Context: an optimization exercise on an open-source flow, tuned for a short achievable clock period and few clock cycles per item. The choices shown serve that exercise and are no tape-out recipe. Function was checked by simulation only, so behaviour that the tests miss may differ from the original. No activity file was given, so power comes from the tool's default toggle rates.

==> flow/design.v <==
`default_nettype none
package cpu_pkg;
    localparam int data_width     = 16;
    localparam int addr_width     = 9;     
    localparam int reg_addr_width = 4;
    localparam int num_regs       = 16;
    localparam logic [3:0] reg_move = 4'b0010;
    localparam logic [2:0] op_load = 3'b000;
    localparam logic [2:0] op_jump = 3'b001;
    localparam logic [2:0] op_store = 3'b010;
    localparam logic [2:0] op_load_imm = 3'b011;
    localparam logic [2:0] op_branch = 3'b100;
    localparam logic [2:0] op_add_imm = 3'b101;
    localparam logic [2:0] op_sub_imm = 3'b110;
    localparam logic [2:0] op_reg = 3'b111;
    localparam logic [3:0] alu_add = 4'd0;
    localparam logic [3:0] alu_sub = 4'd1;
    localparam logic [3:0] alu_and = 4'd3;
    localparam logic [3:0] alu_or = 4'd4;
    localparam logic [3:0] alu_xor = 4'd5;
    localparam logic [3:0] alu_not = 4'd6;
    localparam logic [3:0] alu_neg = 4'd7;
    localparam logic [3:0] alu_cmp = 4'd8;
    localparam logic [1:0] cond_eq = 2'd0;
    localparam logic [1:0] cond_ne = 2'd1;
    localparam logic [1:0] cond_lt = 2'd2;
    localparam logic [1:0] cond_gt = 2'd3;
    localparam logic [1:0] bus_idle = 2'd0;
    localparam logic [1:0] bus_fetch = 2'd1;
    localparam logic [1:0] bus_data = 2'd2;
endpackage
`default_nettype wire
`default_nettype none
import cpu_pkg::*;
module fetch_unit
(
    input  logic                  clk,
    input  logic                  rst,
    input  logic                  fetch_done,
    input  logic [data_width-1:0] instr,
    input  logic                  s0_take,
    input  logic                  resolve,
    input  logic                  taken,
    input  logic [addr_width-1:0] target,
    output logic                  fetch_req,
    output logic [addr_width-1:0] fetch_addr,
    output logic                  s0_valid,
    output logic [data_width-1:0] s0_instr,
    output logic [addr_width-1:0] s0_pc
);
    logic [addr_width-1:0] pc;
    logic                  ctrl_pend;     
    logic                  s0_is_ctrl;
    logic                  hold;
    logic [2:0]            s0_op;
    assign s0_op      = (s0_instr[15:13]);
    assign s0_is_ctrl = (s0_op == op_jump) || (s0_op == op_branch);
    assign hold       = ctrl_pend || (s0_valid && s0_is_ctrl);
    assign fetch_req  = !hold && (!s0_valid || s0_take);
    assign fetch_addr = pc;
    always_ff @(posedge clk or posedge rst)
    begin
        if (rst)
        begin
            pc        <= '0;
            ctrl_pend <= 1'b0;
            s0_valid  <= 1'b0;
        end
        else
        begin
            if (fetch_done)
                pc <= pc + 1'b1;
            else if (resolve && taken)
                pc <= target;
            if (resolve)
                ctrl_pend <= 1'b0;
            else if (s0_take && s0_is_ctrl)
                ctrl_pend <= 1'b1;
            if (fetch_done)
                s0_valid <= 1'b1;
            else if (s0_take)
                s0_valid <= 1'b0;
        end
    end
    always_ff @(posedge clk)
    begin
        if (fetch_done)
        begin
            s0_instr <= instr;
            s0_pc    <= pc;     
        end
    end
endmodule
`default_nettype wire
`default_nettype none
import cpu_pkg::*;
module decode_stage
(
    input  logic                      clk,
    input  logic                      rst,
    input  logic                      s0_valid,
    input  logic [data_width-1:0]     s0_instr,
    input  logic [addr_width-1:0]     s0_pc,
    input  logic [data_width-1:0]     rd_data_a,
    input  logic [data_width-1:0]     rd_data_b,
    input  logic                      s1_take,
    input  logic                      s2_valid,
    input  logic [reg_addr_width-1:0] s2_rd,
    input  logic                      s2_wr_en,
    output logic                      s0_take,
    output logic [reg_addr_width-1:0] rd_addr_a,
    output logic [reg_addr_width-1:0] rd_addr_b,
    output logic                      s1_valid,
    output logic [data_width-1:0]     s1_op_a,
    output logic [data_width-1:0]     s1_op_b,
    output logic [3:0]                s1_alu_op,
    output logic [reg_addr_width-1:0] s1_rd,
    output logic                      s1_wr_en,
    output logic                      s1_mem_rd,
    output logic                      s1_mem_wr,
    output logic [addr_width-1:0]     s1_addr,
    output logic                      s1_jump,
    output logic                      s1_branch,
    output logic [1:0]                s1_cond
);
    logic [2:0]            opcode;
    logic [data_width-1:0] op_a_dec;
    logic [data_width-1:0] op_b_dec;
    logic [3:0]            alu_op_dec;
    logic [addr_width-1:0] addr_dec;
    logic                  wr_en_dec;
    logic                  mem_rd_dec;
    logic                  mem_wr_dec;
    logic                  jump_dec;
    logic                  branch_dec;
    logic                  use_a;
    logic                  use_b;
    logic                  hit_a;
    logic                  hit_b;
    logic                  hazard;
    assign opcode    = (s0_instr[15:13]);
    assign rd_addr_a = s0_instr[reg_addr_width-1:0];      
    assign rd_addr_b = s0_instr[reg_addr_width+3:4];
    always_comb
    begin
        op_a_dec   = '0;
        op_b_dec   = '0;
        alu_op_dec = alu_add;
        addr_dec   = s0_instr[12:4];
        wr_en_dec  = 1'b0;
        mem_rd_dec = 1'b0;
        mem_wr_dec = 1'b0;
        jump_dec   = 1'b0;
        branch_dec = 1'b0;
        use_a      = 1'b0;
        use_b      = 1'b0;
        case (opcode)
            op_load:
            begin
                mem_rd_dec = 1'b1;
                wr_en_dec  = 1'b1;
            end
            op_store:
            begin
                op_a_dec   = rd_data_a;     
                mem_wr_dec = 1'b1;
                use_a      = 1'b1;
            end
            op_jump:
            begin
                addr_dec = s0_pc + s0_instr[addr_width-1:0];
                jump_dec = 1'b1;
            end
            op_branch:
            begin
                addr_dec   = s0_pc + s0_instr[addr_width-1:0];
                branch_dec = 1'b1;
            end
            op_load_imm:
            begin
                op_a_dec  = s0_instr[12] ? {s0_instr[11:4], rd_data_a[7:0]}
                                         : {rd_data_a[15:8], s0_instr[11:4]};
                wr_en_dec = 1'b1;
                use_a     = 1'b1;
            end
            op_add_imm,
            op_sub_imm:
            begin
                op_a_dec   = rd_data_a;
                op_b_dec   = data_width'(s0_instr[12:4]);
                alu_op_dec = (opcode == op_sub_imm) ? alu_sub : alu_add;
                wr_en_dec  = 1'b1;
                use_a      = 1'b1;
            end
            op_reg:
            begin
                op_a_dec = rd_data_a;
                op_b_dec = rd_data_b;
                if (!s0_instr[12])
                begin
                    case (s0_instr[11:8])
                        alu_add, alu_sub, alu_and, alu_or, alu_xor, alu_cmp:
                        begin
                            alu_op_dec = (s0_instr[11:8]);
                            wr_en_dec  = (s0_instr[11:8] != alu_cmp);
                            use_a      = 1'b1;
                            use_b      = 1'b1;
                        end
                        alu_not, alu_neg:
                        begin
                            alu_op_dec = (s0_instr[11:8]);
                            wr_en_dec  = 1'b1;
                            use_a      = 1'b1;
                        end
                        default:
                            wr_en_dec = 1'b0;     
                    endcase
                end
                else if (s0_instr[11:8] == reg_move)
                begin
                    op_a_dec  = rd_data_b;
                    op_b_dec  = '0;
                    wr_en_dec = 1'b1;
                    use_b     = 1'b1;
                end
            end
        endcase
    end
    assign hit_a  = (s1_valid && s1_wr_en && s1_rd == rd_addr_a) ||
                    (s2_valid && s2_wr_en && s2_rd == rd_addr_a);
    assign hit_b  = (s1_valid && s1_wr_en && s1_rd == rd_addr_b) ||
                    (s2_valid && s2_wr_en && s2_rd == rd_addr_b);
    assign hazard = (use_a && hit_a) || (use_b && hit_b);
    assign s0_take = s0_valid && !hazard && (!s1_valid || s1_take);
    always_ff @(posedge clk or posedge rst)
    begin
        if (rst)
            s1_valid <= 1'b0;
        else if (s0_take)
            s1_valid <= 1'b1;
        else if (s1_take)
            s1_valid <= 1'b0;
    end
    always_ff @(posedge clk)
    begin
        if (s0_take)
        begin
            s1_op_a   <= op_a_dec;
            s1_op_b   <= op_b_dec;
            s1_alu_op <= alu_op_dec;
            s1_rd     <= s0_instr[reg_addr_width-1:0];
            s1_wr_en  <= wr_en_dec;
            s1_mem_rd <= mem_rd_dec;
            s1_mem_wr <= mem_wr_dec;
            s1_addr   <= addr_dec;     
            s1_jump   <= jump_dec;
            s1_branch <= branch_dec;
            s1_cond   <= (s0_instr[12:11]);
        end
    end
endmodule
`default_nettype wire
`default_nettype none
import cpu_pkg::*;
module reg_file
(
    input  logic                      clk,
    input  logic                      rst,
    input  logic [reg_addr_width-1:0] rd_addr_a,
    input  logic [reg_addr_width-1:0] rd_addr_b,
    input  logic                      wr_en,
    input  logic [reg_addr_width-1:0] wr_addr,
    input  logic [data_width-1:0]     wr_data,
    output logic [data_width-1:0]     rd_data_a,
    output logic [data_width-1:0]     rd_data_b
);
    logic [data_width-1:0] regs [num_regs];
    always_ff @(posedge clk or posedge rst)
    begin
        if (rst)
        begin
            for (int i = 0; i < num_regs; i++)
                regs[i] <= '0;
        end
        else if (wr_en)
            regs[wr_addr] <= wr_data;
    end
    assign rd_data_a = regs[rd_addr_a];
    assign rd_data_b = regs[rd_addr_b];
endmodule
`default_nettype wire
`default_nettype none
import cpu_pkg::*;
module alu
(
    input  logic                  clk,
    input  logic                  rst,
    input  logic [data_width-1:0] op_a,
    input  logic [data_width-1:0] op_b,
    input  logic [3:0]            alu_op,
    input  logic                  cmp_en,
    output logic [data_width-1:0] result,
    output logic                  equal,
    output logic                  less,
    output logic                  greater
);
    always_comb
    begin
        case (alu_op)
            alu_add: result = op_a + op_b;
            alu_sub: result = op_a - op_b;
            alu_and: result = op_a & op_b;
            alu_or:  result = op_a | op_b;
            alu_xor: result = op_a ^ op_b;
            alu_not: result = ~op_a;
            alu_neg: result = -op_a;
            alu_cmp: result = op_a - op_b;     
            default: result = '0;
        endcase
    end
    always_ff @(posedge clk or posedge rst)
    begin
        if (rst)
        begin
            equal   <= 1'b0;
            less    <= 1'b0;
            greater <= 1'b0;
        end
        else if (cmp_en)
        begin
            equal   <= (op_a == op_b);
            less    <= (op_a < op_b);      
            greater <= (op_a > op_b);
        end
    end
endmodule
`default_nettype wire
`default_nettype none
import cpu_pkg::*;
module mem_stage
(
    input  logic                      clk,
    input  logic                      rst,
    input  logic                      s1_valid,
    input  logic [3:0]                s1_alu_op,
    input  logic [reg_addr_width-1:0] s1_rd,
    input  logic                      s1_wr_en,
    input  logic                      s1_mem_rd,
    input  logic                      s1_mem_wr,
    input  logic [addr_width-1:0]     s1_addr,
    input  logic                      s1_jump,
    input  logic                      s1_branch,
    input  logic [1:0]                s1_cond,
    input  logic [data_width-1:0]     result,
    input  logic                      equal,
    input  logic                      less,
    input  logic                      greater,
    input  logic                      fetch_req,
    input  logic [addr_width-1:0]     fetch_addr,
    input  logic [data_width-1:0]     mem_data_out,
    input  logic                      mem_cplt,
    output logic                      s1_take,
    output logic                      cmp_en,
    output logic                      fetch_done,
    output logic [data_width-1:0]     instr,
    output logic                      resolve,
    output logic                      taken,
    output logic [addr_width-1:0]     target,
    output logic                      s2_valid,
    output logic [reg_addr_width-1:0] s2_rd,
    output logic                      s2_wr_en,
    output logic                      wr_en,
    output logic [reg_addr_width-1:0] wr_addr,
    output logic [data_width-1:0]     wr_data,
    output logic [addr_width-1:0]     mem_addr,
    output logic [data_width-1:0]     mem_data_in,
    output logic                      mem_r_en,
    output logic                      mem_w_en
);
    logic [1:0]            state;
    logic                  s2_mem_rd;
    logic                  s2_mem_wr;
    logic [addr_width-1:0] s2_addr;
    logic [data_width-1:0] s2_data;
    logic                  s2_mem;
    logic                  retire;
    logic                  cond_met;
    assign s2_mem  = s2_mem_rd || s2_mem_wr;
    assign retire  = s2_valid && (!s2_mem || (state == bus_data && mem_cplt));
    assign s1_take = s1_valid && (!s2_valid || retire);
    assign cmp_en  = s1_take && (s1_alu_op == alu_cmp);
    always_comb
    begin
        case (s1_cond)
            cond_eq: cond_met = equal;
            cond_ne: cond_met = !equal;
            cond_lt: cond_met = less;
            cond_gt: cond_met = greater;
        endcase
    end
    always_ff @(posedge clk or posedge rst)
    begin
        if (rst)
        begin
            s2_valid <= 1'b0;
            resolve  <= 1'b0;
            taken    <= 1'b0;
        end
        else
        begin
            resolve <= s1_take && (s1_jump || s1_branch);
            taken   <= s1_take && (s1_jump || (s1_branch && cond_met));
            if (s1_take)
                s2_valid <= 1'b1;
            else if (retire)
                s2_valid <= 1'b0;
        end
    end
    always_ff @(posedge clk)
    begin
        if (s1_take)
        begin
            s2_rd     <= s1_rd;
            s2_wr_en  <= s1_wr_en;
            s2_mem_rd <= s1_mem_rd;
            s2_mem_wr <= s1_mem_wr;
            s2_addr   <= s1_addr;
            s2_data   <= result;
        end
    end
    always_ff @(posedge clk or posedge rst)
    begin
        if (rst)
            state <= bus_idle;
        else
        begin
            case (state)
                bus_idle:
                begin
                    if (s2_valid && s2_mem)
                        state <= bus_data;
                    else if (fetch_req)
                        state <= bus_fetch;
                end
                default:
                begin
                    if (mem_cplt)
                        state <= bus_idle;
                end
            endcase
        end
    end
    assign mem_addr    = (state == bus_data) ? s2_addr : fetch_addr;
    assign mem_data_in = s2_data;
    assign mem_r_en    = (state == bus_fetch) || (state == bus_data && s2_mem_rd);
    assign mem_w_en    = (state == bus_data) && s2_mem_wr;
    assign fetch_done = (state == bus_fetch) && mem_cplt;
    assign instr      = mem_data_out;
    assign target     = s2_addr;
    assign wr_en   = retire && s2_wr_en;
    assign wr_addr = s2_rd;
    assign wr_data = s2_mem_rd ? mem_data_out : s2_data;
endmodule
`default_nettype wire
`default_nettype none
import cpu_pkg::*;
module cpu_top
(
    input  logic                  clk,
    input  logic                  rst,
    input  logic [data_width-1:0] mem_data_out,
    input  logic                  mem_cplt,
    output logic [addr_width-1:0] mem_addr,
    output logic [data_width-1:0] mem_data_in,
    output logic                  mem_r_en,
    output logic                  mem_w_en
);
    logic                      fetch_req;
    logic [addr_width-1:0]     fetch_addr;
    logic                      fetch_done;
    logic [data_width-1:0]     instr;
    logic                      resolve;
    logic                      taken;
    logic [addr_width-1:0]     target;
    logic                      s0_valid;
    logic [data_width-1:0]     s0_instr;
    logic [addr_width-1:0]     s0_pc;
    logic                      s0_take;
    logic [reg_addr_width-1:0] rd_addr_a;
    logic [reg_addr_width-1:0] rd_addr_b;
    logic [data_width-1:0]     rd_data_a;
    logic [data_width-1:0]     rd_data_b;
    logic                      wr_en;
    logic [reg_addr_width-1:0] wr_addr;
    logic [data_width-1:0]     wr_data;
    logic                      s1_valid;
    logic [data_width-1:0]     s1_op_a;
    logic [data_width-1:0]     s1_op_b;
    logic [3:0]                s1_alu_op;
    logic [reg_addr_width-1:0] s1_rd;
    logic                      s1_wr_en;
    logic                      s1_mem_rd;
    logic                      s1_mem_wr;
    logic [addr_width-1:0]     s1_addr;
    logic                      s1_jump;
    logic                      s1_branch;
    logic [1:0]                s1_cond;
    logic                      s1_take;
    logic                      s2_valid;
    logic [reg_addr_width-1:0] s2_rd;
    logic                      s2_wr_en;
    logic [data_width-1:0]     result;
    logic                      equal;
    logic                      less;
    logic                      greater;
    logic                      cmp_en;
    fetch_unit u_fetch_unit (.*);
    decode_stage u_decode_stage (.*);
    reg_file u_reg_file (.*);
    alu u_alu
    (
        .op_a   (s1_op_a),
        .op_b   (s1_op_b),
        .alu_op (s1_alu_op),
        .*
    );
    mem_stage u_mem_stage (.*);
endmodule
`default_nettype wire
==> flow/run.sh <==
#!/bin/bash
# synth_recipe.tcl (not shown) runs the flow's synth.tcl, then flattens the netlist and writes it again
# the make line also repeats each setting of config.mk as NAME=value (left out here)
make -C /OpenROAD-flow-scripts/flow DESIGN_CONFIG=/design/flow/config.mk WORK_HOME=/design/flow/orfs CLKGATE_MAP_FILE= SYNTH_SCRIPT=/design/flow/synth_recipe.tcl finish
==> flow/config.mk <==
export PLATFORM = sky130hd
export DESIGN_NAME = cpu_top
export DESIGN_NICKNAME = cpu_top
export VERILOG_FILES = /design/flow/design.v
export SDC_FILE = /design/flow/constraint.sdc
export NUM_CORES = 4
export LEC_CHECK = 0
export CAP_MARGIN = 20
export CORE_MARGIN = 2
export CORE_UTILIZATION = 40
export PLACE_DENSITY = 0.6
export SLEW_MARGIN = 20
==> flow/constraint.sdc <==
create_clock -name core_clock -period 5.0 [get_ports {clk}]
set_input_delay 1.0000 -clock core_clock [delete_from_list [all_inputs] [get_ports {clk}]]
set_output_delay 1.0000 -clock core_clock [all_outputs]
set_load 0.01 [all_outputs]
==> metrics.md <==
| Metric | Value |
|---|---|
| Synth Register Bits | `389` |
| Yosys warns | `6` |
| CTS tree | `built` |
| FILL cells | `5015` |
| Antenna fix cells | `0` |
| Avg WL per Cell | `26.9 µm` |
| Leakage | `9.83 nW` |
| Hold Path Sink | `u_mem_stage.s2_addr[0]` |
| Worst VDD drop | `294 µV` |
| DIE HEIGHT | `236 µm` |
| Measured slew at the worst slew-check pin | `1.25 ns` |
| Pint | `8.85 mW` |
| Yosys top cell area share | `0.321` |
| Ys flop type | `dfrtp_1` |
| Clk Latency, worst-skew pair | `0.60 ns` |
| Flop pwr share | `0.423` |
| Fmax | `290 MHz` |
| Commonest cells in the netlist | `dfrtp_1 (276), nor2_1 (254), a21oi_1 (247)` |
| Vias in the first global route | `18044` |
| Top-count cell post-synth | `dfrtp_1` |
| CTS Hold Buffers Added | `0` |
| CTS Sinks | `389` |
| Max Cap Viol | `0` |
| Vias per inst | `6.39` |
| Max-slew violations | `0` |
| Worst slew margin | `0.163` |
| Setup crit end kind | `primary output` |
| Min-delay worst type | `flop to flop` |
| FF/Latch Area | `0.0103 mm²` |
| Root Driver | `clkbuf_16` |
| Pwr dens | `630 mW/mm²` |
| Ports | `46` |
| Psw | `6.39 mW` |
| Number of remaining DRC errors | `0` |
| Post-synth EDFFs | `113` |
| Iter 0 DRT Violations | `2494` |
| CP Max Fanout | `15` |
| Worst hold stages | `0` |
| Final Hold Viols | `0` |
| Largest cells by area after synthesis | `dfrtp_1 (32%), edfxtp_1 (16%), a21oi_1 (5.8%)` |
| CP Launch Type | `flop` |
| Final #Nets | `2312` |
| Die width | `236 µm` |
| CTS max path bufs | `3` |
| Synth Instances | `2241` |
| Routed WL | `79300 µm` |
| Die ar. | `0.0556 mm²` |
| R2R setup slack | `1.63 ns` |
| Multi-input gate area | `0.0103 mm²` |
| All-Layer GR Usage | `0.280` |
| Final period util | `0.689` |
| Synth cell types | `93` |
| First-pass GRT wire length | `118000 µm` |
| Comb power frac | `0.371` |
| Fin crit period | `3.45 ns` |
| Detailed placement HPWL | `52200 µm` |
| # Post-CTS Setup Buffers | `0` |
| Syn Std Cell Area | `0.0215 mm²` |
| Clk pwr share | `0.206` |
| Switching share of power | `0.419` |
| Largest net degree at the start of global routing | `125` |
| Synth async-reset ratio | `0.710` |
| Core ar. | `0.0529 mm²` |
| FF-to-FF Start | `u_fetch_unit.s0_instr[1]` |
| Vias | `18867` |
| CTS Buf Count | `42` |
| Number of routed nets with antenna violations | `0` |
| Post-route clock skew | `0.0335 ns` |
| Register area share after synthesis | `0.479` |
| GPL Wtd Cong | `1.00` |
| Final setup vio count | `0` |
| FF-to-FF path depth | `8` |
| Mapped Nets | `2322` |
| Worst Hold Launch | `u_decode_stage.s1_addr[0]` |
| # port buffers | `45` |
| Layout area overhead | `12.5%` |
| Kind of critical path | `flop to primary output` |
| Setup tns final | `0 ns` |
| Worst Path Arrival | `2.45 ns` |
| Initial antenna violation count | `0` |
| Layout cells sized above 1 | `0.104` |
| Worst path required time | `4.00 ns` |
| Clock H-tree levels | `2` |
| Mapped Avg Cell Area | `9.59 µm²` |
| Pwr Total | `15.2 mW` |
| RSZ-0062 raised after global routing | `no` |
| Gr ovfl total | `0` |
| Reg2reg end | `u_decode_stage.s1_op_a[12]` |
| Run status | `complete, no violations` |
| CTS clock-pin slew for the worst setup and hold paths | `0.06 ns` |
| FP Rows | `84` |
| Post-CTS Resized | `0` |
| Pre-antenna DRT Iters | `6` |
| Largest area contributor in the netlist | `dfrtp_1` |
| Initial Util | `0.407` |
==> layout make-up <==
class | count | share of cell area
clock buffers | 65 | 0.0521
clock inverters | 13 | 0.00461
inverters | 63 | 0.00994
multi-input cells | 1609 | 0.426
flip-flops and latches | 389 | 0.426
well taps | 688 | 0.0356
repair buffers | 126 | 0.0455
==> power groups by stage <==
| stage | logic (mW) | registers, mW | clock network, mW |
|---|---|---|---|
| after floorplan | 3.83 | 5.82 | 0 |
| after global placement | 5.41 | 6.39 | 0 |
| after detailed placement | 5.52 | 6.41 | 0 |
| after CTS | 5.55 | 6.37 | 3.17 |
| after global routing | 6.20 | 6.57 | 3.29 |
| final | 5.66 | 6.44 | 3.13 |
==> state kept, by name (all words and copies together), names as in the netlist, 2 cells and up <==
register and count:
u_reg_file.regs 256, u_decode_stage.s1_op_a 16, u_decode_stage.s1_op_b 16, u_fetch_unit.s0_instr 16
u_mem_stage.s2_data 16, u_decode_stage.s1_addr 9, u_fetch_unit.pc 9, u_fetch_unit.s0_pc 9
u_mem_stage.s2_addr 9, u_decode_stage.s1_alu_op 4, u_decode_stage.s1_rd 4, u_mem_stage.s2_rd 4
u_decode_stage.s1_cond 2, u_mem_stage.state 2
==> cell families after synthesis <==
| kind of cell | share of synthesized area |
|---|---|
| muxes | 0.0171 |
| buffers and inverters | 0.0499 |
| and+or+nand+nor | 0.156 |
| adders and majority gates | 0.0375 |
| AOI/OAI and AO/OA | 0.243 |
| DFF | 0.479 |
| xor gates and xnor gates | 0.0171 |
==> worst max-delay path: stages (launching register included) <==
cell and delay (ns):
dfrtp_1 0.40, nor2b_2 0.57, mux2_2 0.41, clkdlybuf4s50_1 0.49
==> layout by cell type (no fill, tap or decap), drive strengths merged, types with 45 or more instances in the layout <==
cell,count
a21oi,248
a221oi,79
a22o,63
a22oi,95
buf,81
clkbuf,65
clkdlybuf4s50,45
dfrtp,276
edfxtp,113
ha,58
inv,64
nand2,187
nand3,67
nor2,256
o21ai,162
==> worst max-delay path by stage <==
stage / start / to / slack (ns) / cells after the start
after global routing: u_mem_stage.state[1] / mem_addr[7] / 1.46 / 3
after detailed placement: mem_cplt / u_decode_stage.s1_op_a[2] / 1.56 / 6
final: u_mem_stage.state[1] / mem_addr[7] / 1.55 / 3
after CTS: u_mem_stage.state[1] / mem_addr[7] / 1.21 / 3
after floorplan: rst / u_alu.equal / 0.35 / 1
after global placement: mem_cplt / u_decode_stage.s1_op_a[3] / 1.60 / 6
==> stage by stage <==
stage | hold slack, ns | instance area, µm² | utilization | worst slack, ns | std cells
floorplan | 0.400 | 21500 | - | 0.349 | 2241
global placement | 0.406 | 22800 | 0.431 | 1.60 | 2874
detailed placement | 0.405 | 22800 | 0.431 | 1.56 | 2874
CTS | 0.419 | 24200 | 0.457 | 1.21 | 2952
global route | 0.424 | 24200 | 0.457 | 1.46 | 2953
finish | 0.418 | 24200 | 0.457 | 1.55 | 2953
==> per-layer routing <==
| metal | routed length [µm] | vias to the layer above | track usage | share of wire |
|---|---|---|---|---|
| met5 | 0 | - | 0 | 0 |
| li1 | - | 8282 | - | - |
| met4 | 3600 | 0 | 0.122 | 0.045 |
| met3 | 7460 | 265 | 0.0646 | 0.094 |
| met1 | 32500 | 9221 | 0.375 | 0.41 |
| met2 | 35700 | 1099 | 0.436 | 0.45 |
Testbench counts, summed over its fixed seeds: cycles 137,821, instrs 21,628.

==> separate check: timing with driven ports <==
The results above use ideal ports. As a check the final layout listed here was re-extracted and re-timed, cells and wires unchanged. Step 1 assumes that a clkbuf_16 drives the clock port and a buf_2 every other input. Step 2 adds t to the input delays and takes it off the output delays; t is the mean of the earliest and latest rising clock arrival at the registers after step 1. Input paths then give back, and output paths get back, about the clock's delay inside the block. a / b / c = ideal ports / drivers / drivers and shift; a / b = the first two.
shift t [ns]: 0.642
slack for setup (ns): 1.553 / 1.490 / 1.561
worst data-port slew with drivers (ns): 0.05
After both steps setup and hold are still met in this run. For this run, drivers alone change the setup slack by -0.063 ns; drivers and shift together by +0.008 ns.
